This is an optimization exercise on Yosys and OpenROAD, whose aim is small area, a short achievable clock period and few clock cycles per item, not a production implementation.
Where RTL was checked, it was by simulation tests only, not by an equivalence proof against the original.
Function not checked in runs 2 to 4: the RTL went through the layout flow alone.
Power figures rest on the tool's default switching activity, not on a simulated workload.

## flow/flow/run.sh

```bash
#!/bin/bash
set -euo pipefail
bash standard.sh SETUP_SLACK_MARGIN=6.6 finish > flow_make.log 2>&1
```

## flow/standard.sh

```bash
#!/bin/bash
# synth_recipe.tcl (not shown) runs the flow's synth.tcl, then flattens the netlist and writes it again
# the make line also repeats each setting of config.mk as NAME=value (left out here)
make -C /OpenROAD-flow-scripts/flow DESIGN_CONFIG=/design/flow/config.mk WORK_HOME=/design/flow/orfs CLKGATE_MAP_FILE= SYNTH_SCRIPT=/design/flow/synth_recipe.tcl "${@:-finish}"
```

## flow/config.mk

```make
export PLATFORM = sky130hd
export DESIGN_NAME = block_peak_normaliser
export DESIGN_NICKNAME = block_peak_normaliser
export VERILOG_FILES = /design/flow/design.v
export SDC_FILE = /design/flow/constraint.sdc
export NUM_CORES = 4
export LEC_CHECK = 0
export CAP_MARGIN = 20
export CORE_MARGIN = 2
export CORE_UTILIZATION = 40
export CTS_CLUSTER_DIAMETER = 100
export CTS_CLUSTER_SIZE = 28
export SLEW_MARGIN = 20
```

## flow/constraint.sdc

```tcl
create_clock -name core_clock -period 10.0 [get_ports {i_clk}]
set_input_delay 2.0000 -clock core_clock [delete_from_list [all_inputs] [get_ports {i_clk}]]
set_output_delay 2.0000 -clock core_clock [all_outputs]
set_load 0.01 [all_outputs]
```

## flow/design.v

```verilog
`default_nettype none
package bpn_pkg;
    localparam int SAMPLE_W            = 16;
    localparam int PEAK_W              = SAMPLE_W + 1;
    localparam int FRAC_BITS           = SAMPLE_W - 1;
    localparam int DEFAULT_BLOCK_DEPTH = 64;
    localparam int RING_TAP            = 62;
    localparam int DIV_STEPS           = 1;
    localparam int DIV_STAGES          = (FRAC_BITS + DIV_STEPS - 1) / DIV_STEPS;
    localparam int RING_LEN            = RING_TAP + DIV_STAGES + 4;
    localparam int MAX_BLOCKS          = 6;
    localparam logic signed [SAMPLE_W-1:0] Q_POS_MAX = 16'sh7FFF;
    localparam logic signed [SAMPLE_W-1:0] Q_NEG_MAX = 16'sh8000;
endpackage
`default_nettype wire
`default_nettype none
module bpn_div #(
    parameter int SIDE_W = 4
) (
    input  wire logic                        i_clk,
    input  wire logic                        i_rst_n,
    input  wire logic                        i_valid,
    input  wire logic [SIDE_W-1:0]           i_side,
    input  wire logic [bpn_pkg::SAMPLE_W-1:0] i_smp,      
    input  wire logic [bpn_pkg::SAMPLE_W-1:0] i_ndiv,     
    output logic                             o_valid,
    output logic [SIDE_W-1:0]                o_side,
    output logic                             o_sign,
    output logic                             o_zero,     
    output logic                             o_full,
    output logic [bpn_pkg::FRAC_BITS-1:0]    o_quot
);
    localparam int W     = bpn_pkg::SAMPLE_W;      
    localparam int F     = bpn_pkg::FRAC_BITS;     
    localparam int NST   = bpn_pkg::DIV_STAGES;    
    logic             r_v    [NST];
    logic [SIDE_W-1:0] r_side [NST];
    logic             r_sign [NST];
    logic             r_full [NST];
    logic             r_zero [NST];
    logic [W-1:0]     r_rem  [NST];      
    logic [W-1:0]     r_ndiv [NST];
    logic [F-1:0]     r_quot [NST];      
    logic         w_sign0;
    logic [W-1:0] w_x0, w_t0;
    assign w_sign0 = i_smp[W-1];
    assign w_x0    = i_smp ^ {W{w_sign0}};
    assign w_t0    = W'({w_x0[W-2:0], w_sign0} + i_ndiv + W'(w_sign0));
    function automatic logic [W-1:0] f_step(input logic [W-1:0] r, input logic [W-1:0] np);
        logic sub;
        sub = !r[W-1];
        f_step = W'({r[W-2:0], 1'b0} + (sub ? np : ~np) + W'(!sub));
    endfunction
    genvar k;
    generate
        for (k = 0; k < NST; k++) begin : g_st
            logic [W-1:0] w_rem;
            logic [F-1:0] w_quot;
            if (k == 0) begin : g_first
                assign w_rem  = w_t0;
                assign w_quot = '0;
                always_ff @(posedge i_clk) begin
                    if (!i_rst_n) r_v[k] <= 1'b0;
                    else          r_v[k] <= i_valid;
                    r_side[k] <= i_side;
                    r_sign[k] <= w_sign0;
                    r_full[k] <= w_sign0 && (i_smp == i_ndiv);
                    r_zero[k] <= (i_ndiv == '0);
                    r_ndiv[k] <= i_ndiv;
                end
            end else begin : g_next
                assign w_rem  = f_step(r_rem[k-1], r_ndiv[k-1]);
                assign w_quot = {r_quot[k-1][F-2:0], !r_rem[k-1][W-1]};
                always_ff @(posedge i_clk) begin
                    if (!i_rst_n) r_v[k] <= 1'b0;
                    else          r_v[k] <= r_v[k-1];
                    r_side[k] <= r_side[k-1];
                    r_sign[k] <= r_sign[k-1];
                    r_full[k] <= r_full[k-1];
                    r_zero[k] <= r_zero[k-1];
                    r_ndiv[k] <= r_ndiv[k-1];
                end
            end
            always_ff @(posedge i_clk) begin
                r_rem[k]  <= w_rem;
                r_quot[k] <= w_quot;
            end
        end
    endgenerate
    assign o_valid = r_v[NST-1];
    assign o_side  = r_side[NST-1];
    assign o_sign  = r_sign[NST-1];
    assign o_full  = r_full[NST-1];
    assign o_zero  = r_zero[NST-1];
    assign o_quot  = {r_quot[NST-1][F-2:0], !r_rem[NST-1][W-1]};
endmodule
`default_nettype wire
`default_nettype none
module block_peak_normaliser #(
    parameter int BLOCK_DEPTH = bpn_pkg::DEFAULT_BLOCK_DEPTH
) (
    input  wire logic                          i_clk,
    input  wire logic                          i_rst_n,
    input  wire logic                          i_in_valid,
    output logic                               o_in_ready,
    input  wire logic [bpn_pkg::SAMPLE_W-1:0]  i_in_sample,
    input  wire logic                          i_in_end_of_block,
    output logic                               o_out_valid,
    input  wire logic                          i_out_ready,
    output logic [bpn_pkg::SAMPLE_W-1:0]       o_out_norm_value,
    output logic                               o_out_last,
    output logic                               o_out_silent_block
);
    localparam int W     = bpn_pkg::SAMPLE_W;           
    localparam int F     = bpn_pkg::FRAC_BITS;          
    localparam int N     = bpn_pkg::RING_LEN;
    localparam int TAP   = bpn_pkg::RING_TAP;
    localparam int K     = bpn_pkg::MAX_BLOCKS;
    localparam int PW    = $clog2(N);
    localparam int CW    = $clog2(N + 1);
    localparam int BW    = $clog2(BLOCK_DEPTH);
    localparam int RW    = W + 1;                       
    localparam int KW    = $clog2(K);
    localparam int KC    = $clog2(K + 1);
    localparam int SIDE_W = 2;                           
    function automatic logic [PW-1:0] f_inc(input logic [PW-1:0] x);
        f_inc = (x == PW'(N - 1)) ? '0 : PW'(x + 1'b1);
    endfunction
    function automatic logic [KW-1:0] f_kinc(input logic [KW-1:0] x);
        f_kinc = (x == KW'(K - 1)) ? '0 : KW'(x + 1'b1);
    endfunction
    function automatic logic [W-1:0] f_nmag(input logic [W-1:0] s);
        f_nmag = s[W-1] ? s : W'(~s + 1'b1);
    endfunction
    logic [RW*N-1:0]  r_ring;
    logic [PW-1:0]    r_phw, r_pht;         
    logic [PW-1:0]    r_dist;               
    logic [PW-1:0]    r_lp, r_rp;           
    logic [CW-1:0]    r_occ, r_pend;        
    logic             r_gen;
    logic [W-1:0]     r_desc [K];           
    logic [KW-1:0]    r_wh, r_lh, r_fh;     
    logic [KC-1:0]    r_cwl, r_cwf;         
    logic [KC-1:0]    r_nblk;
    logic             r_open;
    logic [BW-1:0]    r_bc;
    logic             r_s1_v, r_s1_close, r_s1_first;
    logic [W-1:0]     r_s1_smp;
    logic [W-1:0]     r_acc;                
    logic             r_p0_v;
    logic [SIDE_W-1:0] r_p0_side;
    logic [W-1:0]     r_p0_ndiv;
    logic             r_o_v, r_o_last, r_o_zero;
    logic             r_drop_d, r_tlast_d;    
    logic [W-1:0]     r_o_val;
    logic r_in_ready;
    logic w_acc, w_close_in, w_ready_n;
    logic [CW-1:0] w_occ_n;
    logic          w_open_n;
    assign o_in_ready = r_in_ready;
    assign w_acc      = i_in_valid && r_in_ready;
    assign w_close_in = i_in_end_of_block || (r_bc == BW'(BLOCK_DEPTH - 1));
    logic [CW-1:0] w_occ_w;
    logic          w_sp00, w_sp01, w_sp10, w_sp11, w_space_n;
    assign w_occ_w  = CW'(r_occ + w_wr);
    assign w_occ_n  = w_take ? CW'(w_occ_w - 1'b1) : w_occ_w;
    assign w_sp00   = (w_occ_w <= CW'(N - 1));
    assign w_sp01   = (w_occ_w <= CW'(N - 2));
    assign w_sp10   = (w_occ_w <= CW'(N));
    assign w_sp11   = w_sp00;
    assign w_space_n = w_take ? (w_acc ? w_sp11 : w_sp10) : (w_acc ? w_sp01 : w_sp00);
    assign w_open_n = w_acc ? !w_close_in : r_open;
    assign w_ready_n = (w_acc || (!r_s1_v && r_dist == PW'(2)) || (r_occ == '0 && !r_s1_v))
                    && w_space_n
                    && (w_open_n || (KC'(r_nblk + (w_acc && !r_open)) < KC'(K)));
    logic [W-1:0] w_nmag, w_npeak;
    logic         w_s1_close;
    logic [W-1:0] w_sacc;
    logic         w_s1_new;
    assign w_nmag     = f_nmag(r_s1_smp);
    assign w_sacc     = W'(r_s1_smp + r_acc);
    assign w_s1_new   = r_s1_first || (r_s1_smp[W-1] ? ({~r_s1_smp[W-1], r_s1_smp[W-2:0]} <= {~r_acc[W-1], r_acc[W-2:0]})
                                                     : !w_sacc[W-1]);
    assign w_npeak    = w_s1_new ? w_nmag : r_acc;
    assign w_s1_close = r_s1_v && r_s1_close;
    logic w_wr;
    assign w_wr = r_s1_v;
    logic [RW-1:0] w_tap;
    logic          w_launch;
    logic [W-1:0]  w_ldiv;
    assign w_tap    = r_ring[RW*TAP +: RW];
    logic w_closing;
    assign w_closing = w_s1_close && (r_cwl == '0);
    assign w_launch  = (r_pht == r_lp) && (r_pend != '0) && ((r_cwl != '0) || w_closing)
                    && !r_drop_d;
    assign w_ldiv    = w_closing ? w_npeak : r_desc[r_lh];
    logic              w_dv, w_dfull, w_rsign, w_rzero;
    logic [SIDE_W-1:0] w_dside;
    logic [F-1:0]      w_dquot;
    bpn_div #(.SIDE_W(SIDE_W)) u_div (
        .i_clk   (i_clk),
        .i_rst_n (i_rst_n),
        .i_valid (r_p0_v),
        .i_side  (r_p0_side),
        .i_smp   (r_ring[RW*(TAP+1) +: W]),
        .i_ndiv  (r_p0_ndiv),
        .o_valid (w_dv),
        .o_side  (w_dside),
        .o_sign  (w_rsign),
        .o_zero  (w_rzero),
        .o_full  (w_dfull),
        .o_quot  (w_dquot)
    );
    logic         w_arr, w_free, w_take, w_drop;
    logic         w_rgen, w_rlast;
    logic [W-1:0] w_rval;
    assign {w_rgen, w_rlast} = w_dside;
    assign w_arr  = w_dv && (w_rgen == r_gen);
    assign w_free = !r_o_v || i_out_ready;
    assign w_take = w_arr && w_free;
    assign w_drop = w_arr && !w_free;
    always_comb begin
        if (w_rzero) begin
            w_rval = '0;
        end else if (w_rsign) begin
            w_rval = w_dfull ? bpn_pkg::Q_NEG_MAX : W'(~{1'b0, w_dquot} + 1'b1);
        end else begin
            w_rval = w_dfull ? bpn_pkg::Q_POS_MAX : {1'b0, w_dquot};
        end
    end
    always_ff @(posedge i_clk) begin
        r_ring <= {r_ring[RW*(N-1)-1:0],
                   w_wr ? {r_s1_close, r_s1_smp} : r_ring[RW*(N-1) +: RW]};
    end
    always_ff @(posedge i_clk) begin
        if (!i_rst_n) begin
            r_phw  <= '0;
            r_pht  <= PW'(N - 1 - TAP);
            r_dist <= '0;
            r_lp   <= '0;
            r_rp   <= '0;
            r_occ  <= '0;
            r_pend <= '0;
            r_gen  <= 1'b0;
            r_wh   <= '0;
            r_lh   <= '0;
            r_fh   <= '0;
            r_cwl  <= '0;
            r_cwf  <= '0;
            r_nblk <= '0;
            r_open <= 1'b0;
            r_bc   <= '0;
            r_s1_v <= 1'b0;
            r_in_ready <= 1'b0;
            r_p0_v <= 1'b0;
            r_o_v  <= 1'b0;
            r_drop_d  <= 1'b0;
            r_tlast_d <= 1'b0;
        end else begin
            r_drop_d  <= w_drop;
            r_tlast_d <= w_take && w_rlast;
            r_phw <= f_inc(r_phw);
            r_pht <= f_inc(r_pht);
            r_dist <= w_wr ? '0 : ((r_dist == '0) ? PW'(N - 1) : PW'(r_dist - 1'b1));
            r_s1_v <= w_acc;
            r_in_ready <= w_ready_n;
            r_open <= w_open_n;
            if (w_acc) begin
                r_bc   <= w_close_in ? '0 : BW'(r_bc + 1'b1);
            end
            r_nblk <= KC'(r_nblk + (w_acc && !r_open) - r_tlast_d);
            if (w_s1_close) begin
                r_wh <= f_kinc(r_wh);
            end
            r_cwf <= KC'(r_cwf + w_s1_close - r_tlast_d);
            r_occ <= w_occ_n;
            if (w_take) begin
                r_rp <= f_inc(r_rp);
                if (w_rlast) r_fh <= f_kinc(r_fh);
            end
            if (w_drop) r_gen <= !r_gen;
            if (r_drop_d) begin
                r_lp   <= r_rp;
                r_lh   <= r_fh;
                r_cwl  <= KC'(r_cwf + w_s1_close - r_tlast_d);
                r_pend <= w_occ_w;
            end else begin
                r_pend <= CW'(r_pend + w_wr - w_launch);
                if (w_launch) begin
                    r_lp <= f_inc(r_lp);
                    if (w_tap[W]) r_lh <= f_kinc(r_lh);
                end
                r_cwl <= KC'(r_cwl + w_s1_close - (w_launch && w_tap[W]));
            end
            if (w_wr && r_occ == '0) begin
                r_rp <= r_phw;
                r_lp <= r_phw;
            end
            r_p0_v <= w_launch;
            if (w_take) begin
                r_o_v <= 1'b1;
            end else if (i_out_ready) begin
                r_o_v <= 1'b0;
            end
        end
        r_s1_smp   <= i_in_sample;
        r_s1_close <= w_close_in;
        r_s1_first <= !r_open;
        if (r_s1_v) r_acc <= w_npeak;
        if (w_s1_close) r_desc[r_wh] <= w_npeak;
        r_p0_side <= {r_gen, w_tap[W]};
        r_p0_ndiv <= w_ldiv;
        if (w_take) begin
            r_o_val  <= w_rval;
            r_o_last <= w_rlast;
            r_o_zero <= w_rzero;
        end
    end
    assign o_out_valid        = r_o_v;
    assign o_out_norm_value   = r_o_val;
    assign o_out_last         = r_o_last;
    assign o_out_silent_block = r_o_zero;
endmodule
`default_nettype wire
```

==> notes.md, run 1 <==
- CTS tree: built
- Largest stage delay, worst path: 470 ps
- Max Cap Viol: 0
- Buffers on Ports: 40
- Final instance area: 69600 um^2
- Total grt overflow: 0
- Net Sw Frac: 0.298
- Met1 Resource Use GR: 0.146
- Crit path max-delay family: simple AND/OR/NAND/NOR gates
- CTS Buffer Depth: 3
- Status: no timing/DRC/antenna violations
- Logic pwr share: 0.292
- Fmax: 0.294 GHz
- CP cell instances: clkdlybuf4s50_1 > nand2_1 > nor2_2 > ha_2 > ha_4 > xor2_2 > a31oi_1 > and3_1 > o221a_2
- EDFF count, synth: 130
- Slew HR: 0.295
- Area delta synth->final: 8.85%
- Rows: 146
- Mapped Avg Cell Area: 13.8 um^2
- Die X: 404 um
- Ys async rst share: 0
- Busiest layer in global routing: met2
- Worst Setup End Kind: register
- # Post-CTS Setup Buffers: 0
- Critical path buffer and inverter count: 1
- Worst Skew: 87.4 ps
- Seq pwr share: 0.497
- Clock net sink count: 2240
- Clock Pin Slew Worst Setup and Hold Paths: 100 ps
- Post-DR vias/cell: 4.49
- Root Buffer: clkbuf_16
- Synthesized cell area: 64000 um^2
- Setup violations, final: 0
- Core region area: 159000 um^2
- DR WL/cell: 13.5 um
- Via count: 30700
- Placed cell areas: 66900 um^2
- Final GP Congestion: 0.820
- Clock network fraction of design power: 0.212
- WP data arrival: 4020 ps
- Power per Cell Area: 296 nW/um^2
- Nets: 5063
- Seq/Total Area, Yosys: 0.722
- Ports: 41
- P_leak: 28.1 nW
- # DRC: 0
- Min-delay worst type: register to register
- Htree depth: 3
- Die Area: 163000 um^2
- RSZ-0062 raised after global routing: yes
- Register bit total from synthesis: 2240
- Fin Setup TNS: 0 ps
- Syn Nets: 4979
- Worst-Skew Late Latency: 720 ps
- P_sw: 0.00616 W
- Largest net degree at the start of global routing: 46
- Detailed Route Iter0 Violations: 1391
- Startpoint types: input port
- Final worst path period share: 0.340
- Initial core utilization: 0.403
- Setup CP Type: input port to register
- Slowest library cell on the worst path: clkdlybuf4s50_1
- Share of cells above drive strength 1: 0.0536
- DR pass1 iterations: 5
- Vias in the first global route: 30200
- Antenna violation net count after detailed routing: 0
- Library cells used by synthesis: 72
- Leading register cell type out of synthesis: dfxtp_1
- Die height: 404 um
- GRT Total Usage: 0.112
- Required time worst endpoint: 10620 ps
- Initial antenna violation count: 2
- Fin. max-slew vios: 0
- Pint: 0.0145 W
- Slew @ Worst Pin: 1060 ps
- First-pass GRT wire length: 151000 um
- Synthesis Warnings: 10
- Total CTS buffers: 92
- Final Hold Viols: 0
- Met3 Use GR: 0.0196
- DP Wirelength: 60800 um
- Cell count after synthesis: 4649
- Met2 Usage GRT: 0.191
- Fin crit period: 3400 ps
- VDD IR-drop max: 165 uV
- CP Max Fanout: 12
- DRT Wirelength: 92200 um
## power groups by stage
stage	sequential [W]	combinational [W]	clock, W
after CTS	0.0103	0.00608	0.00456
after global placement	0.0105	0.00593	0
after detailed placement	0.0105	0.00604	0
after global routing	0.0103	0.00688	0.00488
final	0.0102	0.00602	0.00437
after floorplan	0.0104	0.00499	0
## per-stage QoR
step,utilization,std cells,hold WS [ps],setup slack (ps),total power (W)
after global routing,0.439,6833,257,6550,0.0221
after floorplan,-,4649,310,6600,0.0154
after CTS,0.439,6831,260,6510,0.0209
after detailed placement,0.422,6709,312,5470,0.0165
after global placement,0.422,6709,310,5470,0.0164
final,0.439,6834,269,6600,0.0206
## registers in the layout (all words and copies together), names as in the netlist, 16 cells and up, named ones only
name	count
r_o_val	16
u_div.r_rem	225
u_div.r_side	30
u_div.r_quot	105
u_div.r_ndiv	224
r_ring	1362
r_s1_smp	16
r_desc	96
r_acc	16
r_p0_ndiv	16
## final timing paths
path / from / endpoint / slack [ps] / depth (start not counted)
worst max-delay path: i_in_valid / r_in_ready / 6600 / 9
worst min-delay path: r_ring[644] / r_ring[661] / 270 / 0
worst max register to register: r_acc[4] / r_desc[2][7] / 6720 / 9
worst min register to register: r_ring[644] / r_ring[661] / 270 / 0
## cell type report
type | instances | area [um^2]
repair buffers | 68 | 529
diodes | 1 | 2.50
fillers | 14300 | 88900
multi-input cells | 2200 | 17200
clock inverters | 14 | 309
clock buffers | 108 | 2380
flip-flops and latches | 2240 | 46200
well taps | 2072 | 2590
inverters | 131 | 494
## cell usage in the layout, fill, tap and decap left out, drive strengths merged, types with 37 or more instances in the layout
cell    Yosys  routed
inv       131     135
o21ai      83      83
and3       40      40
nor3       61      61
buf         9      47
xnor2     190     190
dfxtp    2110    2110
edfxtp    130     130
nand2     117     117
xor2      329     329
nand2b     52      52
ha        292     292
nand3      51      51
a21oi     216     216
nor2      190     192
nor4       42      42
a21o       56      56
a211oi     42      42
mux2       37      37
clkbuf     71     108
a31oi      40      40
## cells in the mapped netlist, types with 40 or more instances
cell type  number  area share
clkbuf_1       70      0.0041
nor4_1         42      0.0041
a21oi_1       216       0.017
a31oi_1        40      0.0039
nand2_1       117      0.0069
ha_1          292       0.057
xnor2_1       190       0.026
nand3_1        51      0.0040
nand2b_1       52      0.0051
nor2_1        189       0.011
inv_1         129      0.0076
dfxtp_1      2110        0.66
o21ai_0        83      0.0065
xor2_1        329       0.045
and3_1         40      0.0039
a21o_1         56      0.0066
nor3_1         61      0.0048
edfxtp_1      130       0.061
a211oi_1       42      0.0049
## routing by layer
| metal | vias to the layer above | routed length [um] | part of all wire |
|---|---|---|---|
| li1 | 15800 | - | - |
| met1 | 14500 | 43900 | 0.48 |
| met2 | 271 | 43500 | 0.47 |
| met3 | 129 | 2670 | 0.029 |
| met4 | 0 | 2180 | 0.024 |
| met5 | - | 0 | 0 |
## logic make-up (layout without fill, tap and decap cells)
group | count (synthesis) | in the layout | synth area share
flip-flops | 2240 | 2240 | 0.722
AND/OR/NAND/NOR | 703 | 705 | 0.0562
AO/OA/AOI/OAI | 580 | 580 | 0.0577
XOR/XNOR | 519 | 519 | 0.0711
adder cells (fa/ha/maj) | 309 | 309 | 0.0624
buffers and inverters | 211 | 321 | 0.0130
multiplexers | 87 | 87 | 0.0181
other | 0 | 1 | 0
## what timing repair did
item / 4_1_cts / 5_1_grt
hold buffers: 0 / 0
pin swaps: 0 / 1
resized for setup: 92 / 12
endpoints found under the setup margin: 135 / 63
gates cloned: 0 / 2
## worst reg2reg max path, cell delays in order (launching register included)
cell	delay (ps)
edfxtp_1	390
inv_1	70
ha_1	330
inv_2	60
a2111oi_4	280
o31ai_1	180
a2111oi_4	450
mux2_4	430
nor2_4	430
mux2_4	380
Testbench counts, summed over its fixed seeds: cycles 4,152, items 3,504.
==> run 2: changes to the inputs <==
--- a/flow/design.v
+++ b/flow/design.v
@@ -26,7 +26,6 @@
     output logic                             o_valid,
     output logic [SIDE_W-1:0]                o_side,
     output logic                             o_sign,
-    output logic                             o_zero,     
     output logic                             o_full,
     output logic [bpn_pkg::FRAC_BITS-1:0]    o_quot
 );
@@ -37,7 +36,6 @@
     logic [SIDE_W-1:0] r_side [NST];
     logic             r_sign [NST];
     logic             r_full [NST];
-    logic             r_zero [NST];
     logic [W-1:0]     r_rem  [NST];      
     logic [W-1:0]     r_ndiv [NST];
     logic [F-1:0]     r_quot [NST];      
@@ -65,7 +63,6 @@
                     r_side[k] <= i_side;
                     r_sign[k] <= w_sign0;
                     r_full[k] <= w_sign0 && (i_smp == i_ndiv);
-                    r_zero[k] <= (i_ndiv == '0);
                     r_ndiv[k] <= i_ndiv;
                 end
             end else begin : g_next
@@ -77,7 +74,6 @@
                     r_side[k] <= r_side[k-1];
                     r_sign[k] <= r_sign[k-1];
                     r_full[k] <= r_full[k-1];
-                    r_zero[k] <= r_zero[k-1];
                     r_ndiv[k] <= r_ndiv[k-1];
                 end
             end
@@ -91,7 +87,6 @@
     assign o_side  = r_side[NST-1];
     assign o_sign  = r_sign[NST-1];
     assign o_full  = r_full[NST-1];
-    assign o_zero  = r_zero[NST-1];
     assign o_quot  = {r_quot[NST-1][F-2:0], !r_rem[NST-1][W-1]};
 endmodule
 `default_nettype wire
@@ -122,7 +117,7 @@
     localparam int RW    = W + 1;                       
     localparam int KW    = $clog2(K);
     localparam int KC    = $clog2(K + 1);
-    localparam int SIDE_W = 2;                           
+    localparam int SIDE_W = 3;                           
     function automatic logic [PW-1:0] f_inc(input logic [PW-1:0] x);
         f_inc = (x == PW'(N - 1)) ? '0 : PW'(x + 1'b1);
     endfunction
@@ -175,13 +170,8 @@
                     && (w_open_n || (KC'(r_nblk + (w_acc && !r_open)) < KC'(K)));
     logic [W-1:0] w_nmag, w_npeak;
     logic         w_s1_close;
-    logic [W-1:0] w_sacc;
-    logic         w_s1_new;
     assign w_nmag     = f_nmag(r_s1_smp);
-    assign w_sacc     = W'(r_s1_smp + r_acc);
-    assign w_s1_new   = r_s1_first || (r_s1_smp[W-1] ? ({~r_s1_smp[W-1], r_s1_smp[W-2:0]} <= {~r_acc[W-1], r_acc[W-2:0]})
-                                                     : !w_sacc[W-1]);
-    assign w_npeak    = w_s1_new ? w_nmag : r_acc;
+    assign w_npeak    = (r_s1_first || ($signed(w_nmag) < $signed(r_acc))) ? w_nmag : r_acc;
     assign w_s1_close = r_s1_v && r_s1_close;
     logic w_wr;
     assign w_wr = r_s1_v;
@@ -194,7 +184,7 @@
     assign w_launch  = (r_pht == r_lp) && (r_pend != '0) && ((r_cwl != '0) || w_closing)
                     && !r_drop_d;
     assign w_ldiv    = w_closing ? w_npeak : r_desc[r_lh];
-    logic              w_dv, w_dfull, w_rsign, w_rzero;
+    logic              w_dv, w_dfull, w_rsign;
     logic [SIDE_W-1:0] w_dside;
     logic [F-1:0]      w_dquot;
     bpn_div #(.SIDE_W(SIDE_W)) u_div (
@@ -207,14 +197,13 @@
         .o_valid (w_dv),
         .o_side  (w_dside),
         .o_sign  (w_rsign),
-        .o_zero  (w_rzero),
         .o_full  (w_dfull),
         .o_quot  (w_dquot)
     );
     logic         w_arr, w_free, w_take, w_drop;
-    logic         w_rgen, w_rlast;
+    logic         w_rgen, w_rlast, w_rzero;
     logic [W-1:0] w_rval;
-    assign {w_rgen, w_rlast} = w_dside;
+    assign {w_rgen, w_rlast, w_rzero} = w_dside;
     assign w_arr  = w_dv && (w_rgen == r_gen);
     assign w_free = !r_o_v || i_out_ready;
     assign w_take = w_arr && w_free;
@@ -308,7 +297,7 @@
         r_s1_first <= !r_open;
         if (r_s1_v) r_acc <= w_npeak;
         if (w_s1_close) r_desc[r_wh] <= w_npeak;
-        r_p0_side <= {r_gen, w_tap[W]};
+        r_p0_side <= {r_gen, w_tap[W], (w_ldiv == '0)};
         r_p0_ndiv <= w_ldiv;
         if (w_take) begin
             r_o_val  <= w_rval;
==> flow/flow/run.sh (replaced) <==
#!/bin/bash
set -euo pipefail
bash standard.sh SETUP_SLACK_MARGIN=6.5 finish > flow_make.log 2>&1
--- a/flow/config.mk
+++ b/flow/config.mk
@@ -7,7 +7,7 @@
 export LEC_CHECK = 0
 export CAP_MARGIN = 20
 export CORE_MARGIN = 2
-export CORE_UTILIZATION = 40
+export CORE_UTILIZATION = 55
 export CTS_CLUSTER_DIAMETER = 100
-export CTS_CLUSTER_SIZE = 28
+export CTS_CLUSTER_SIZE = 26
 export SLEW_MARGIN = 20
==> run 2 against run 1 <==
Power grew 4.0%. Critical endpoint is now r_p0_side[0]. First-iteration DRC count up 24%. Cell area up 0.58%. Register-to-register slack got worse by 750 ps. Flip-flop and latch count up 1. Synthesized cell count up 0.22%. Synthesized area decreased by 0.17%. Highest routed layer unchanged. Combinational power grew 11%.
==> notes.md, run 2 <==
- Min-delay worst type: register to register
- Largest regs: r_ring: 1362 flops, u_div.r_rem: 225 flops, u_div.r_ndiv: 224 flops
- Register bit total from synthesis: 2241
- Worst Setup End Kind: register
- Die height: 345 um
- Library cells used by synthesis: 81
- Slew HR: 0.184
- Leading register cell type out of synthesis: dfxtp_1
- Most frequent cells in the layout: 2102 x dfxtp_1, 293 x xor2_1, 272 x ha_1
- Setup CP Type: register to register
- Total grt overflow: 0
- Die Area: 119000 um^2
- Buffers on Ports: 40
- Root Buffer: clkbuf_16
- Yosys top cell by area: dfxtp_1
- Fin Setup TNS: 0 ps
- Post-route insts no fill: 6329
- Vias in the first global route: 30100
- Largest net degree at the start of global routing: 42
- # DRC: 0
- Cell count after synthesis: 4659
- Worst reg2reg setup slack: 5970 ps
- Post-DR vias/cell: 4.93
- Most flop-heavy register: r_ring
- Core region area: 115000 um^2
- Clock net sink count: 2241
- VDD IR-drop max: 175 uV
- Post-Route Utilization: 0.610
- Synthesis Warnings: 9
- Post-synth top area share: 0.662
- DR pass1 iterations: 5
- GRT Total Usage: 0.167
- Final Hold Viols: 0
- CP Max Fanout: 18
- Synthesized cell area: 63800 um^2
- Total CTS buffers: 96
- Multi-input gate area: 17600 um^2
- EDFF count, synth: 130
- Share of cells above drive strength 1: 0.0739
- Nets: 5107
- Initial core utilization: 0.556
- Via count: 31200
- RSZ-0062 raised after global routing: yes
- DR WL/cell: 15.7 um
- Htree depth: 3
- Slew @ Worst Pin: 1220 ps
- Worst-Skew Late Latency: 720 ps
- First-pass GRT wire length: 158000 um
- Seq/Total Area, Yosys: 0.723
- Seq. cell area: 46200 um^2
- Initial antenna violation count: 6
- Most common cell after layout, fill and taps aside: dfxtp_1
- RR Endpoint: r_p0_side[0]
- Antenna violation net count after detailed routing: 0
- # diodes: 0
- CTS Buffer Depth: 3
- Required time worst endpoint: 10590 ps
- Fin. max-slew vios: 0
- Max reg flops: 1362
- Startpoint types: register
- Power per Cell Area: 307 nW/um^2
- Worst Skew: 33.8 ps
- Fmax: 0.248 GHz
- Commonest cells post-synth: 2111 x dfxtp_1, 293 x xor2_1, 276 x ha_1
- WHS: 311 ps
- Reg2reg path depth: 19
- Ys async rst share: 0
- Most numerous cell in the Yosys netlist: dfxtp_1
- Fin crit period: 4030 ps
- Rows: 124
- Syn Nets: 4973
- DRT Wirelength: 99600 um
- Clock Pin Slew Worst Setup and Hold Paths: 110 ps
- Detailed Route Iter0 Violations: 1727
- Max Cap Viol: 0
- Placed Cells: 6162
- Mapped Avg Cell Area: 13.7 um^2
- Min-Delay Endpoint: r_ring[67]
- DP Wirelength: 66500 um
- Status: no timing/DRC/antenna violations
- Worst setup margin: 5970 ps
- P_leak: 28.4 nW
- Final GP Congestion: 0.797
- Hold depth: 0
- Fillers: 8958
- Hold path start: r_ring[50]
- Area delta synth->final: 9.67%
- Ports: 41
- Die X: 345 um
- CTS tree: built
- Setup violations, final: 0
- Top area cells in the synthesized netlist: dfxtp_1 66%, edfxtp_1 6.1%, ha_1 5.4%
- WP data arrival: 4630 ps
- Pre-CTS setup slack: 5100 ps
- Origin of the critical flop-to-flop path: r_s1_smp[0]
- Final worst path period share: 0.403
## run 2: metal layers
| metal | wire length (um) | global-route usage | vias up |
|---|---|---|---|
| li1 | - | - | 16000 |
| met1 | 48000 | 0.229 | 14700 |
| met2 | 45200 | 0.273 | 374 |
| met3 | 3420 | 0.0241 | 158 |
| met4 | 3020 | 0.0553 | 0 |
| met5 | 0 | 0 | - |
## run 2: cell type report
cell class | count | area share
sequential | 2241 | 0.660
multi-input combinational | 2182 | 0.251
clock buffer | 115 | 0.0356
tap | 1512 | 0.0270
timing repair buffer | 116 | 0.0163
inverter | 156 | 0.00845
clock inverter | 7 | 0.00211
## run 2: worst max-delay path by stage
stage	from	to	slack, ps
finish	r_s1_smp[0]	r_p0_side[0]	5970
detailed placement	r_s1_smp[0]	r_desc[3][0]	5100
global route	r_s1_smp[0]	r_p0_side[0]	5770
CTS	r_s1_smp[0]	r_p0_side[0]	6190
floorplan	r_s1_smp[0]	r_acc[0]	6490
global placement	r_s1_smp[0]	r_desc[0][0]	5130
## run 2: worst max-delay path: stages, from the launching register on
cell,delay (ps)
dfxtp_4,380
inv_4,60
ha_4,120
or4b_4,500
nor4_2,230
nor2_1,80
xnor2_1,200
inv_1,110
ha_4,280
nand4_1,130
buf_4,180
nor2_4,80
nor3_2,40
a31o_2,270
buf_4,150
buf_12,150
a2111oi_0,630
a311oi_2,110
nand4_1,160
nor4_2,60
## run 2: metrics by stage
stage | area (um^2) | total power [W]
after floorplan | 63900 | 0.0159
after global placement | 66200 | 0.0171
after detailed placement | 66200 | 0.0172
after CTS | 69500 | 0.0217
after global routing | 70000 | 0.0230
final | 70000 | 0.0215
## run 2: kinds of logic after synthesis
logic type	after synthesis	share of synthesized area
flip-flops	2241	0.723
AND/OR/NAND/NOR	790	0.0636
AO/OA/AOI/OAI	534	0.0577
XOR/XNOR	504	0.0694
adder cells (fa/ha/maj)	293	0.0594
buffers and inverters	238	0.0142
multiplexers	59	0.0128
## run 2: power by group
group | internal, W | leakage, nW | total (W) | switching (W)
Sequential | 0.0100 | 18.5 | 0.0104 | 0.000380
Clock | 0.00179 | 1.28 | 0.00434 | 0.00255
Combinational | 0.00310 | 8.63 | 0.00670 | 0.00360
Total | 0.0149 | 28.4 | 0.0215 | 0.00653
## run 2: what timing repair did
item	CTS	global route
resized for setup	103	87
gates cloned	4	1
setup buffers	28	12
pin swaps	21	30
setup endpoints to repair	155	140
hold buffers	0	0
==> run 3: changes to the inputs <==
--- a/flow/design.v
+++ b/flow/design.v
@@ -38,7 +38,7 @@
     logic             r_full [NST];
     logic [W-1:0]     r_rem  [NST];      
     logic [W-1:0]     r_ndiv [NST];
-    logic [F-1:0]     r_quot [NST];      
+    logic [F-1:0]     r_quot [NST];
     logic         w_sign0;
     logic [W-1:0] w_x0, w_t0;
     assign w_sign0 = i_smp[W-1];
@@ -56,7 +56,7 @@
             logic [F-1:0] w_quot;
             if (k == 0) begin : g_first
                 assign w_rem  = w_t0;
-                assign w_quot = '0;
+                assign w_quot = F'(!w_t0[W-1]);
                 always_ff @(posedge i_clk) begin
                     if (!i_rst_n) r_v[k] <= 1'b0;
                     else          r_v[k] <= i_valid;
@@ -67,7 +67,7 @@
                 end
             end else begin : g_next
                 assign w_rem  = f_step(r_rem[k-1], r_ndiv[k-1]);
-                assign w_quot = {r_quot[k-1][F-2:0], !r_rem[k-1][W-1]};
+                assign w_quot = {r_quot[k-1][F-2:0], !w_rem[W-1]};
                 always_ff @(posedge i_clk) begin
                     if (!i_rst_n) r_v[k] <= 1'b0;
                     else          r_v[k] <= r_v[k-1];
@@ -87,7 +87,7 @@
     assign o_side  = r_side[NST-1];
     assign o_sign  = r_sign[NST-1];
     assign o_full  = r_full[NST-1];
-    assign o_quot  = {r_quot[NST-1][F-2:0], !r_rem[NST-1][W-1]};
+    assign o_quot  = r_quot[NST-1];
 endmodule
 `default_nettype wire
 `default_nettype none
--- a/flow/config.mk
+++ b/flow/config.mk
@@ -7,7 +7,7 @@
 export LEC_CHECK = 0
 export CAP_MARGIN = 20
 export CORE_MARGIN = 2
-export CORE_UTILIZATION = 55
+export CORE_UTILIZATION = 40
 export CTS_CLUSTER_DIAMETER = 100
 export CTS_CLUSTER_SIZE = 26
 export SLEW_MARGIN = 20
==> run 3 against run 2 <==
Still clean. Via count is 3.2% lower. Fmax is 18% higher. Hold slack hardly changed. Critical path type unchanged.
==> notes.md, run 3 <==
- Fmax: 0.291 GHz
- Antenna violation net count after detailed routing: 0
- Seq/Total Area, Yosys: 0.729
- Required time worst endpoint: 10650 ps
- DR pass1 iterations: 5
- Worst Setup End Kind: register
- Hold depth: 0
- GRT Total Usage: 0.112
- Seq pwr share: 0.489
- Total grt overflow: 0
- Multi-input gate area: 16700 um^2
- Share of cells above drive strength 1: 0.0685
- Net Sw Frac: 0.297
- Fin crit period: 3430 ps
- RSZ-0062 raised after global routing: yes
- DR WL/cell: 13.4 um
- Setup CP Type: register to register
- Most numerous cell in the Yosys netlist: dfxtp_1
- Final Hold Viols: 0
- Root Buffer: clkbuf_16
- CP Max Fanout: 8
- Die Area: 162000 um^2
- Synthesized-area fraction occupied by adder cells: 0.0595
- Die X: 403 um
- Synth Area in XOR/XNOR: 0.0733
- Mapped Avg Cell Area: 13.9 um^2
- Mux share of post-synthesis cell area: 0.0151
- Reg2reg path depth: 14
- Seq. cell area: 46500 um^2
- Clock net sink count: 2255
- Synthesis Warnings: 9
- Cell count after synthesis: 4588
- Post-DR vias/cell: 4.42
- VDD IR-drop max: 210 uV
- Largest stage delay, worst path: 380 ps
- Slew HR: 0.498
- Area delta synth->final: 9.96%
- Library cells used by synthesis: 81
- Commonest cells post-synth: 2125 x dfxtp_1, 312 x xor2_1, 276 x ha_1
- Core region area: 158000 um^2
- Logic pwr share: 0.303
- Vias in the first global route: 29900
- Main combinational cell family by area after synthesis: XOR/XNOR gates
- Critical path buffer and inverter count: 1
- Ys async rst share: 0
- Fillers: 14300
- Initial antenna violation count: 0
- Power per Cell Area: 305 nW/um^2
- Most common cell after layout, fill and taps aside: dfxtp_1
- Status: no timing/DRC/antenna violations
- Rows: 146
- EDFF count, synth: 130
- Register bit total from synthesis: 2255
- Buffers on Ports: 40
- Synthesized cell area: 63700 um^2
- Slowest library cell on the worst path: dfxtp_4
- CTS tree: built
- Nets: 5032
- Final GP Congestion: 0.786
- WP data arrival: 4080 ps
- Syn Nets: 4902
- Die height: 403 um
- Post-synthesis simple-gate area fraction: 0.0487
- Via count: 30200
- Largest net degree at the start of global routing: 49
- Max reg flops: 1362
- Detailed Route Iter0 Violations: 1184
- Slew @ Worst Pin: 752 ps
- Setup violations, final: 0
- Number of stages on the worst setup path: 14
- First-pass GRT wire length: 150000 um
- Worst Skew: 44.7 ps
- Clock network fraction of design power: 0.208
- Most frequent cells in the layout: 2117 x dfxtp_1, 309 x xor2_1, 275 x ha_1
- Worst-Skew Late Latency: 730 ps
- Min-delay worst type: register to register
- Clock Pin Slew Worst Setup and Hold Paths: 100 ps
- Top area cells in the synthesized netlist: dfxtp_1 67%, edfxtp_1 6.1%, ha_1 5.4%
- # DRC: 0
- Crit path max-delay family: simple AND/OR/NAND/NOR gates
- Initial core utilization: 0.403
- Pint: 0.0150 W
- Fin. max-slew vios: 0
- Post-synth top area share: 0.668
- Startpoint types: register
- P_leak: 28.2 nW
- DRT Wirelength: 91700 um
- Synth Area in Compound Gates: 0.0599
- DP Wirelength: 61300 um
- Fin Setup TNS: 0 ps
- Total power: 0.0214 W
- Max Cap Viol: 0
- P_sw: 0.00634 W
- Yosys top cell by area: dfxtp_1
- Largest regs: r_ring: 1362 flops, u_div.r_ndiv: 224 flops, u_div.r_rem: 224 flops
- Leading register cell type out of synthesis: dfxtp_1
- Total CTS buffers: 99
- Final worst path period share: 0.343
- Cts hold-fix bufs: 0
- Htree depth: 3
- CP cell instances: nor3_4 > nand2_2 > nor3b_4 > a31oi_1 > xor2_1 > ha_1 > and3_4 > nand3_4 > o211a_4 > a21o_4 > buf_12 > a311oi_2 > nand4_1 > nor4_2
- Most flop-heavy register: r_ring
- CTS Buffer Depth: 3
- Ports: 41
==> run 3: cell type report <==
| type | count | area share |
|---|---|---|
| timing repair buffer | 105 | 0.0132 |
| tap | 2072 | 0.0370 |
| clock inverter | 11 | 0.00343 |
| antenna | 1 | 0.0000357 |
| inverter | 161 | 0.00863 |
| multi-input combinational | 2096 | 0.238 |
| clock buffer | 118 | 0.0365 |
| sequential | 2255 | 0.663 |
==> run 3: metal layers <==
layer  track usage  part of all wire  wire length (um)
met5             0                 0                 0
met4        0.0345             0.026              2390
met3        0.0200             0.028              2550
met2         0.194              0.48             43900
met1         0.143              0.47             42900
==> run 3: worst paths after layout <==
path                  end  slack [ps]         from
max          r_p0_side[0]        6570  r_s1_smp[3]
max reg2reg  r_p0_side[0]        6570  r_s1_smp[3]
min reg2reg   r_ring[553]         310  r_ring[536]
min           r_ring[553]         310  r_ring[536]
==> run 3: kinds of logic after synthesis <==
| family | count (synthesis) |
|---|---|
| XOR/XNOR | 533 |
| buffers and inverters | 238 |
| AO/OA/AOI/OAI | 557 |
| multiplexers | 72 |
| flip-flops | 2255 |
| AND/OR/NAND/NOR | 640 |
| adder cells (fa/ha/maj) | 293 |
==> run 3: repair_timing <==
action	in CTS	in global routing
buffers inserted	19	13
endpoints found under the setup margin	150	117
pin swaps	15	33
gates resized for setup	78	34
hold endpoints to repair	0	0
gates cloned	1	2
==> run 3: metrics by stage <==
stage / std cells / hold WS (ps) / worst slack, ps / utilization / area, um^2
floorplan: 4588 / 310 / 6640 / - / 63700
global placement: 6654 / 310 / 5380 / 0.421 / 66700
detailed placement: 6654 / 312 / 5400 / 0.421 / 66700
CTS: 6803 / 308 / 6500 / 0.441 / 69800
global route: 6818 / 303 / 6420 / 0.443 / 70100
finish: 6819 / 310 / 6570 / 0.443 / 70100
==> run 3: power groups by stage <==
stage               Sequential (W)  Combinational [W]  Clock (W)
global route                0.0105            0.00734    0.00498
detailed placement          0.0107            0.00648          0
CTS                         0.0105            0.00653    0.00466
global placement            0.0107            0.00637          0
finish                      0.0104            0.00647    0.00445
floorplan                   0.0106            0.00537          0
==> run 4: changes to the inputs <==
--- a/flow/design.v
+++ b/flow/design.v
@@ -38,7 +38,7 @@
     logic             r_full [NST];
     logic [W-1:0]     r_rem  [NST];      
     logic [W-1:0]     r_ndiv [NST];
-    logic [F-1:0]     r_quot [NST];
+    logic [F-1:0]     r_quot [NST];      
     logic         w_sign0;
     logic [W-1:0] w_x0, w_t0;
     assign w_sign0 = i_smp[W-1];
@@ -56,7 +56,7 @@
             logic [F-1:0] w_quot;
             if (k == 0) begin : g_first
                 assign w_rem  = w_t0;
-                assign w_quot = F'(!w_t0[W-1]);
+                assign w_quot = '0;
                 always_ff @(posedge i_clk) begin
                     if (!i_rst_n) r_v[k] <= 1'b0;
                     else          r_v[k] <= i_valid;
@@ -67,7 +67,7 @@
                 end
             end else begin : g_next
                 assign w_rem  = f_step(r_rem[k-1], r_ndiv[k-1]);
-                assign w_quot = {r_quot[k-1][F-2:0], !w_rem[W-1]};
+                assign w_quot = {r_quot[k-1][F-2:0], !r_rem[k-1][W-1]};
                 always_ff @(posedge i_clk) begin
                     if (!i_rst_n) r_v[k] <= 1'b0;
                     else          r_v[k] <= r_v[k-1];
@@ -87,7 +87,7 @@
     assign o_side  = r_side[NST-1];
     assign o_sign  = r_sign[NST-1];
     assign o_full  = r_full[NST-1];
-    assign o_quot  = r_quot[NST-1];
+    assign o_quot  = {r_quot[NST-1][F-2:0], !r_rem[NST-1][W-1]};
 endmodule
 `default_nettype wire
 `default_nettype none
@@ -142,6 +142,7 @@
     logic             r_s1_v, r_s1_close, r_s1_first;
     logic [W-1:0]     r_s1_smp;
     logic [W-1:0]     r_acc;                
+    logic             r_zero;               
     logic             r_p0_v;
     logic [SIDE_W-1:0] r_p0_side;
     logic [W-1:0]     r_p0_ndiv;
@@ -170,8 +171,15 @@
                     && (w_open_n || (KC'(r_nblk + (w_acc && !r_open)) < KC'(K)));
     logic [W-1:0] w_nmag, w_npeak;
     logic         w_s1_close;
+    logic [W-1:0] w_sacc;
+    logic         w_s1_new, w_s1_zero, w_zero_n;
     assign w_nmag     = f_nmag(r_s1_smp);
-    assign w_npeak    = (r_s1_first || ($signed(w_nmag) < $signed(r_acc))) ? w_nmag : r_acc;
+    assign w_sacc     = W'(r_s1_smp + r_acc);
+    assign w_s1_new   = r_s1_first || (r_s1_smp[W-1] ? ($signed(r_s1_smp) <= $signed(r_acc))
+                                                     : !w_sacc[W-1]);
+    assign w_npeak    = w_s1_new ? w_nmag : r_acc;
+    assign w_s1_zero  = (r_s1_smp == '0);
+    assign w_zero_n   = w_s1_zero && (r_s1_first || r_zero);
     assign w_s1_close = r_s1_v && r_s1_close;
     logic w_wr;
     assign w_wr = r_s1_v;
@@ -295,9 +303,12 @@
         r_s1_smp   <= i_in_sample;
         r_s1_close <= w_close_in;
         r_s1_first <= !r_open;
-        if (r_s1_v) r_acc <= w_npeak;
+        if (r_s1_v) begin
+            r_acc  <= w_npeak;
+            r_zero <= w_zero_n;
+        end
         if (w_s1_close) r_desc[r_wh] <= w_npeak;
-        r_p0_side <= {r_gen, w_tap[W], (w_ldiv == '0)};
+        r_p0_side <= {r_gen, w_tap[W], w_closing ? w_zero_n : (r_desc[r_lh] == '0)};
         r_p0_ndiv <= w_ldiv;
         if (w_take) begin
             r_o_val  <= w_rval;
==> flow/flow/run.sh (replaced) <==
#!/bin/bash
set -euo pipefail
bash standard.sh SETUP_SLACK_MARGIN=6.6 finish > flow_make.log 2>&1
--- a/flow/config.mk
+++ b/flow/config.mk
@@ -9,5 +9,5 @@
 export CORE_MARGIN = 2
 export CORE_UTILIZATION = 40
 export CTS_CLUSTER_DIAMETER = 100
-export CTS_CLUSTER_SIZE = 26
+export CTS_CLUSTER_SIZE = 28
 export SLEW_MARGIN = 20
==> run 4 against run 3 <==
Still clean on timing, DRC and antenna. Non-clock buffer count shrank 35. Flip-flop and latch count decreased by 13. Global-route usage increased by 0.68 points. Largest power group unchanged.
==> notes.md, run 4 <==
- Max Cap Viol: 0
- P_leak: 28.0 nW
- Via count: 31400
- Slowest library cell on the worst path: edfxtp_1
- Worst setup margin: 6680 ps
- Critical path buffer and inverter count: 1
- Detailed Route Iter0 Violations: 1440
- Required time worst endpoint: 8000 ps
- Met1 Resource Use GR: 0.153
- Status: no timing/DRC/antenna violations
- Largest stage delay, worst path: 440 ps
- Clock net sink count: 2242
- Most numerous cell in the Yosys netlist: dfxtp_1
- RSZ-0062 raised after global routing: yes
- Rows: 147
- Largest net degree at the start of global routing: 49
- Most frequent cells in the layout: 2103 x dfxtp_1, 294 x xor2_1, 291 x ha_1
- Busiest layer in global routing: met2
- Slew @ Worst Pin: 1090 ps
- Cts hold-fix bufs: 0
- First-pass GRT wire length: 159000 um
- Ys async rst share: 0
- Die height: 405 um
- CP Max Fanout: 1
- GRT Total Usage: 0.119
- Seq/Total Area, Yosys: 0.720
- Nets: 5142
- Htree depth: 3
- Buffers on Ports: 40
- Worst Setup End Kind: output pin
- Slew HR: 0.274
- Total power: 0.0206 W
- EDFF count, synth: 131
- VDD IR-drop max: 179 uV
- DR pass1 iterations: 5
- Total CTS buffers: 91
- Root Buffer: clkbuf_16
- CTS Buffer Depth: 3
- Die Area: 164000 um^2
- Top area cells in the synthesized netlist: dfxtp_1 66%, edfxtp_1 6.1%, ha_1 5.7%
- Met3 Use GR: 0.0189
- # DRC: 0
- Ports: 41
- Yosys top cell by area: dfxtp_1
- Antenna violation net count after detailed routing: 0
- Worst Skew: 37.5 ps
- CTS tree: built
- Area delta synth->final: 8.73%
- Mapped Avg Cell Area: 13.6 um^2
- Post-DR vias/cell: 4.53
- Commonest cells post-synth: 2111 x dfxtp_1, 294 x xor2_1, 292 x ha_1
- Crit path max-delay family: flip-flops
- Worst-Skew Late Latency: 730 ps
- Fin Setup TNS: 0 ps
- Total grt overflow: 0
- Die X: 405 um
- Synthesized cell area: 64200 um^2
- CP cell instances: buf_6
- Initial antenna violation count: 3
- Setup CP Type: register to output pin
- Startpoint types: register
- Setup violations, final: 0
- WHS: 315 ps
- Post-route insts no fill: 6928
- Leading register cell type out of synthesis: dfxtp_1
- Synthesis Warnings: 9
- DP Wirelength: 65700 um
- Clock Pin Slew Worst Setup and Hold Paths: 100 ps
- DR WL/cell: 14.2 um
- Min-delay worst type: register to register
- Syn Nets: 5055
- DRT Wirelength: 98100 um
- WP data arrival: 1320 ps
- Largest regs: r_ring: 1362 flops, u_div.r_rem: 225 flops, u_div.r_ndiv: 224 flops
- Pre-CTS setup slack: 5670 ps
- Most flop-heavy register: r_ring
- Final Hold Viols: 0
- Placed Cells: 6797
- Vias in the first global route: 31100
- Cell count after synthesis: 4725
- Fin. max-slew vios: 0
- Library cells used by synthesis: 80
- Fin crit period: 3320 ps
- Final worst path period share: 0.332
- Power per Cell Area: 295 nW/um^2
- Most common cell after layout, fill and taps aside: dfxtp_1
- Share of cells above drive strength 1: 0.0518
- Core region area: 160000 um^2
- Register bit total from synthesis: 2242
- Max reg flops: 1362
- Initial core utilization: 0.401
- Post-synth top area share: 0.658
- Fmax: 0.301 GHz
- Met2 Usage GRT: 0.200
- Final GP Congestion: 0.832
run 4: cell count changes after synthesis, moves of 21 or more:
cell     change
o21ai_0     +68
a21oi_1     +52
inv_1       -38
nor2_1      +38
nand2_1     +30
o21ai_1     -26
nor2b_1     +25
xnor2_1     -24
o21a_1      +21
run 4: kinds of logic (layout without fill, tap and decap cells):
logic type,Yosys count,in the layout,share of synthesized area
DFF,2242,2242,0.720
xor gates and xnor gates,491,491,0.0670
other,0,1,0
and+or+nand+nor,752,754,0.0572
muxes,79,79,0.0164
adders and majority gates,309,309,0.0622
AOI/OAI and AO/OA,648,648,0.0649
buffers and inverters,204,318,0.0126
run 4: layer usage:
layer	up-vias	wire length (um)
met5	-	12
met4	2	3180
met3	166	3260
met2	333	45600
met1	14800	46100
li1	16000	-
run 4: report_power, final:
group / switching [W] / leakage (nW) / internal [W] / total (W)
sequential: 0.000364 / 18.5 / 0.00994 / 0.0103
combinational: 0.00323 / 8.28 / 0.00277 / 0.00600
clock: 0.00257 / 1.24 / 0.00175 / 0.00431
run 4: worst paths after layout:
kind	startpoint	end	slack, ps	cells after the start
setup / recovery	r_o_last	o_out_last	6680	1
hold / removal	r_ring[119]	r_ring[136]	320	0
setup reg to reg	r_s1_smp[15]	r_desc[1][10]	6780	8
hold reg to reg	r_ring[119]	r_ring[136]	320	0
run 4: layout make-up:
type	instances	area, um^2
inverters	126	477
diodes	1	2.50
clock inverters	12	199
multi-input cells	2281	17300
fillers	14500	90200
clock buffers	110	2380
repair buffers	70	594
flip-flops and latches	2242	46200
well taps	2086	2610
run 4: per-stage QoR:
step                cell area [um^2]   util
floorplan                      64200      -
global placement               67100  0.419
detailed placement             67100  0.419
CTS                            69600  0.435
global route                   69800  0.436
finish                         69800  0.436
run 4: repair_timing:
item / in CTS / in global routing
setup endpoints to repair: 129 / 116
pin swaps: 0 / 7
cloned: 0 / 3
setup buffers: 0 / 5
hold endpoints to repair: 0 / 0
resized for setup: 98 / 20
==> run 5: changes to the inputs <==
--- a/flow/design.v
+++ b/flow/design.v
@@ -175,7 +175,7 @@
     logic         w_s1_new, w_s1_zero, w_zero_n;
     assign w_nmag     = f_nmag(r_s1_smp);
     assign w_sacc     = W'(r_s1_smp + r_acc);
-    assign w_s1_new   = r_s1_first || (r_s1_smp[W-1] ? ($signed(r_s1_smp) <= $signed(r_acc))
+    assign w_s1_new   = r_s1_first || (r_s1_smp[W-1] ? ({~r_s1_smp[W-1], r_s1_smp[W-2:0]} <= {~r_acc[W-1], r_acc[W-2:0]})
                                                      : !w_sacc[W-1]);
     assign w_npeak    = w_s1_new ? w_nmag : r_acc;
     assign w_s1_zero  = (r_s1_smp == '0);
==> run 5 against run 4 <==
Still clean. Combinational power about the same. Cell count down 0.78%. Synthesized area down 0.44%. Fmax down 0.92%. Largest cell class unchanged. Largest power group unchanged.
==> notes.md, run 5 <==
- Min-Delay Endpoint: u_div.r_quot[5][4]
- Cts hold-fix bufs: 0
- Antenna violation net count after detailed routing: 0
- DR WL/cell: 14.2 um
- Rows: 146
- P_leak: 27.9 nW
- # diodes: 0
- # DRC: 0
- Initial antenna violation count: 2
- Top area cells in the synthesized netlist: dfxtp_1 66%, edfxtp_1 6.2%, ha_1 5.7%
- Fmax: 0.298 GHz
- Min-delay worst type: register to register
- Status: no timing/DRC/antenna violations
- Max reg flops: 1362
- Ports: 41
- RSZ-0062 raised after global routing: yes
- Fillers: 14300
- WP data arrival: 4060 ps
- Most frequent cells in the layout: 2102 x dfxtp_1, 298 x xor2_1, 291 x ha_1
- Initial core utilization: 0.403
- Power per Cell Area: 296 nW/um^2
- Largest regs: r_ring: 1362 flops, u_div.r_rem: 225 flops, u_div.r_ndiv: 224 flops
- CP Max Fanout: 8
- Total CTS buffers: 92
- CTS Buffer Depth: 3
- Htree depth: 3
- Largest net degree at the start of global routing: 41
- Mapped Avg Cell Area: 13.6 um^2
- Vias in the first global route: 30800
- CTS tree: built
- Seq/Total Area, Yosys: 0.723
- Final worst path period share: 0.336
- Fin. max-slew vios: 0
- Worst Skew: 73.9 ps
- RR Endpoint: r_pend[6]
- Worst setup margin: 6640 ps
- Hold depth: 0
- GRT Total Usage: 0.120
- DP Wirelength: 65900 um
- Ys async rst share: 0
- Total grt overflow: 0
- Most flop-heavy register: r_ring
- Most common cell after layout, fill and taps aside: dfxtp_1
- Reg2reg path depth: 17
- Leading register cell type out of synthesis: dfxtp_1
- Origin of the critical flop-to-flop path: r_pend[4]
- Commonest cells post-synth: 2111 x dfxtp_1, 299 x xor2_1, 292 x ha_1
- Startpoint types: register
- VDD IR-drop max: 202 uV
- Fin Setup TNS: 0 ps
- Register bit total from synthesis: 2242
- Die Area: 163000 um^2
- Library cells used by synthesis: 67
- Hold path start: u_div.r_quot[4][3]
- Cell count after synthesis: 4687
- Area delta synth->final: 9.07%
- Pre-CTS setup slack: 5570 ps
- Share of cells above drive strength 1: 0.0591
- Max Cap Viol: 0
- Synthesis Warnings: 9
- Die X: 404 um
- Worst-Skew Late Latency: 750 ps
- Syn Nets: 5017
- First-pass GRT wire length: 159000 um
- Nets: 5099
- EDFF count, synth: 131
- Post-DR vias/cell: 4.49
- Detailed Route Iter0 Violations: 1376
- Setup violations, final: 0
- Slew HR: 0.326
- Required time worst endpoint: 10710 ps
- Core region area: 159000 um^2
- Most numerous cell in the Yosys netlist: dfxtp_1
- DRT Wirelength: 97900 um
- Fin crit period: 3360 ps
- Final Hold Viols: 0
- Clock net sink count: 2242
- Yosys top cell by area: dfxtp_1
- Post-synth top area share: 0.661
- Buffers on Ports: 40
- Root Buffer: clkbuf_16
- Die height: 404 um
- Clock Pin Slew Worst Setup and Hold Paths: 110 ps
- Worst reg2reg setup slack: 6640 ps
- Worst Setup End Kind: register
- Final GP Congestion: 0.828
- Synthesized cell area: 63900 um^2
- DR pass1 iterations: 5
- Via count: 30900
- Setup CP Type: register to register
- Slew @ Worst Pin: 1000 ps
-- run 5: changes by cell type after synthesis, sizes merged, moves of 11 or more --
cell | before | now
o21ai | 134 | 114
a211oi | 43 | 26
xnor2 | 197 | 222
nand2 | 139 | 116
clkbuf | 61 | 78
nand3 | 60 | 41
mux2i | 32 | 21
o31ai | 10 | 26
or2 | 2 | 22
-- run 5: logic make-up after synthesis --
| kind of cell | Yosys count | share of synthesized area |
|---|---|---|
| DFF | 2242 | 0.723 |
| adders and majority gates | 309 | 0.0625 |
| and+or+nand+nor | 725 | 0.0560 |
| muxes | 62 | 0.0133 |
| buffers and inverters | 219 | 0.0131 |
| xor gates and xnor gates | 521 | 0.0714 |
| AOI/OAI and AO/OA | 609 | 0.0608 |
-- run 5: how the worst max path moves through the flow --
stage / from / cells past startpoint / slack (ps) / end
after global placement: i_out_ready / 9 / 5570 / r_fh[2]
after CTS: r_pend[4] / 17 / 6480 / r_pend[6]
final: r_pend[4] / 17 / 6640 / r_pend[6]
after detailed placement: i_out_ready / 8 / 5570 / r_rp[5]
after global routing: r_pend[4] / 17 / 6470 / r_pend[6]
after floorplan: i_in_valid / 9 / 6610 / r_in_ready
-- run 5: metrics by stage --
step	utilization	std cells	cell area (um^2)	total power, W	hold WS, ps
final	0.440	6874	69700	0.0207	294
after global routing	0.440	6874	69700	0.0221	306
after CTS	0.438	6870	69500	0.0209	291
after detailed placement	0.421	6735	66800	0.0165	312
after global placement	0.421	6735	66800	0.0164	310
after floorplan	-	4687	63900	0.0153	310
-- run 5: metal layers --
metal	vias up	wire length, um	track usage
met4	2	2850	0.0378
met3	170	3020	0.0208
met1	14600	45200	0.151
met5	-	12	0
li1	15800	-	-
met2	324	46700	0.209
-- run 5: final cells by class --
| cell class | instances | area (um^2) | area share |
|---|---|---|---|
| flip-flops and latches | 2242 | 46200 | 0.663 |
| multi-input cells | 2227 | 17100 | 0.246 |
| well taps | 2072 | 2590 | 0.0372 |
| clock buffers | 112 | 2380 | 0.0341 |
| repair buffers | 78 | 622 | 0.00892 |
| inverters | 128 | 480 | 0.00689 |
| clock inverters | 15 | 293 | 0.00420 |
-- run 5: power breakdown --
part	switching, W	total [W]	internal [W]
sequential	0.000358	0.0103	0.00995
combinational	0.00319	0.00600	0.00281
clock	0.00261	0.00436	0.00174
-- run 5: repair_timing --
action	4_1_cts	5_1_grt
pin swaps	1	4
endpoints found under the hold margin	0	0
cloned	0	1
resized for setup	110	33
setup buffers	8	3
endpoints found under the setup margin	167	133
-- run 5: critical path, stage by stage, from the launching register on --
cell      delay [ps]
dfxtp_1          350
inv_1             60
ha_1             190
nor4b_2          150
a22o_1           260
or3_4            440
nor2_1           110
ha_1             130
inv_1             40
ha_1             200
fa_2             380
a21oi_2          130
o21bai_1         100
a21oi_1          190
o21bai_1         100
xnor2_1          130
mux2_2           260
nor2_1            80
Testbench counts of run 5, summed over its fixed seeds: cycles 4,152, items 3,504.

## afterwards: timing with drivers on the ports
In the flow no input, the clock included, has a driving cell. The finished layouts below were timed again as built, in two steps. Step 1: set_driving_cell puts a clkbuf_16 on i_clk and a buf_2 on each other input, an assumption about the parent block. Step 2 adds t to the input delays and takes it off the output delays; t is the mean of the earliest and latest rising clock arrival at the registers after step 1. Input paths then give back, and output paths get back, about the clock's delay inside the block. Three values: no drivers, after step 1, after step 2; two values: the first two.
run | t, ns | slack for setup (ns) | hold slack, ns | worst register clock-pin slew, ns
run 1 | 0.767 | 6.597 / 6.629 / 5.868 | 0.269 / 0.269 / 0.269 | 0.11 / 0.11
run 2 | 0.768 | 5.967 / 5.967 / 5.943 | 0.311 / 0.311 / 0.311 | 0.11 / 0.11
run 3 | 0.785 | 6.568 / 6.517 / 5.900 | 0.310 / 0.310 / 0.310 | 0.10 / 0.10
run 4 | 0.796 | 6.675 / 6.598 / 5.981 | 0.315 / 0.315 / 0.315 | 0.11 / 0.11
run 5 | 0.795 | 6.645 / 6.604 / 5.932 | 0.294 / 0.294 / 0.294 | 0.12 / 0.12
After both steps setup and hold are still met in every run listed. For run 1, which loses most, drivers alone change the setup slack by +0.032 ns; drivers and shift together by -0.729 ns.
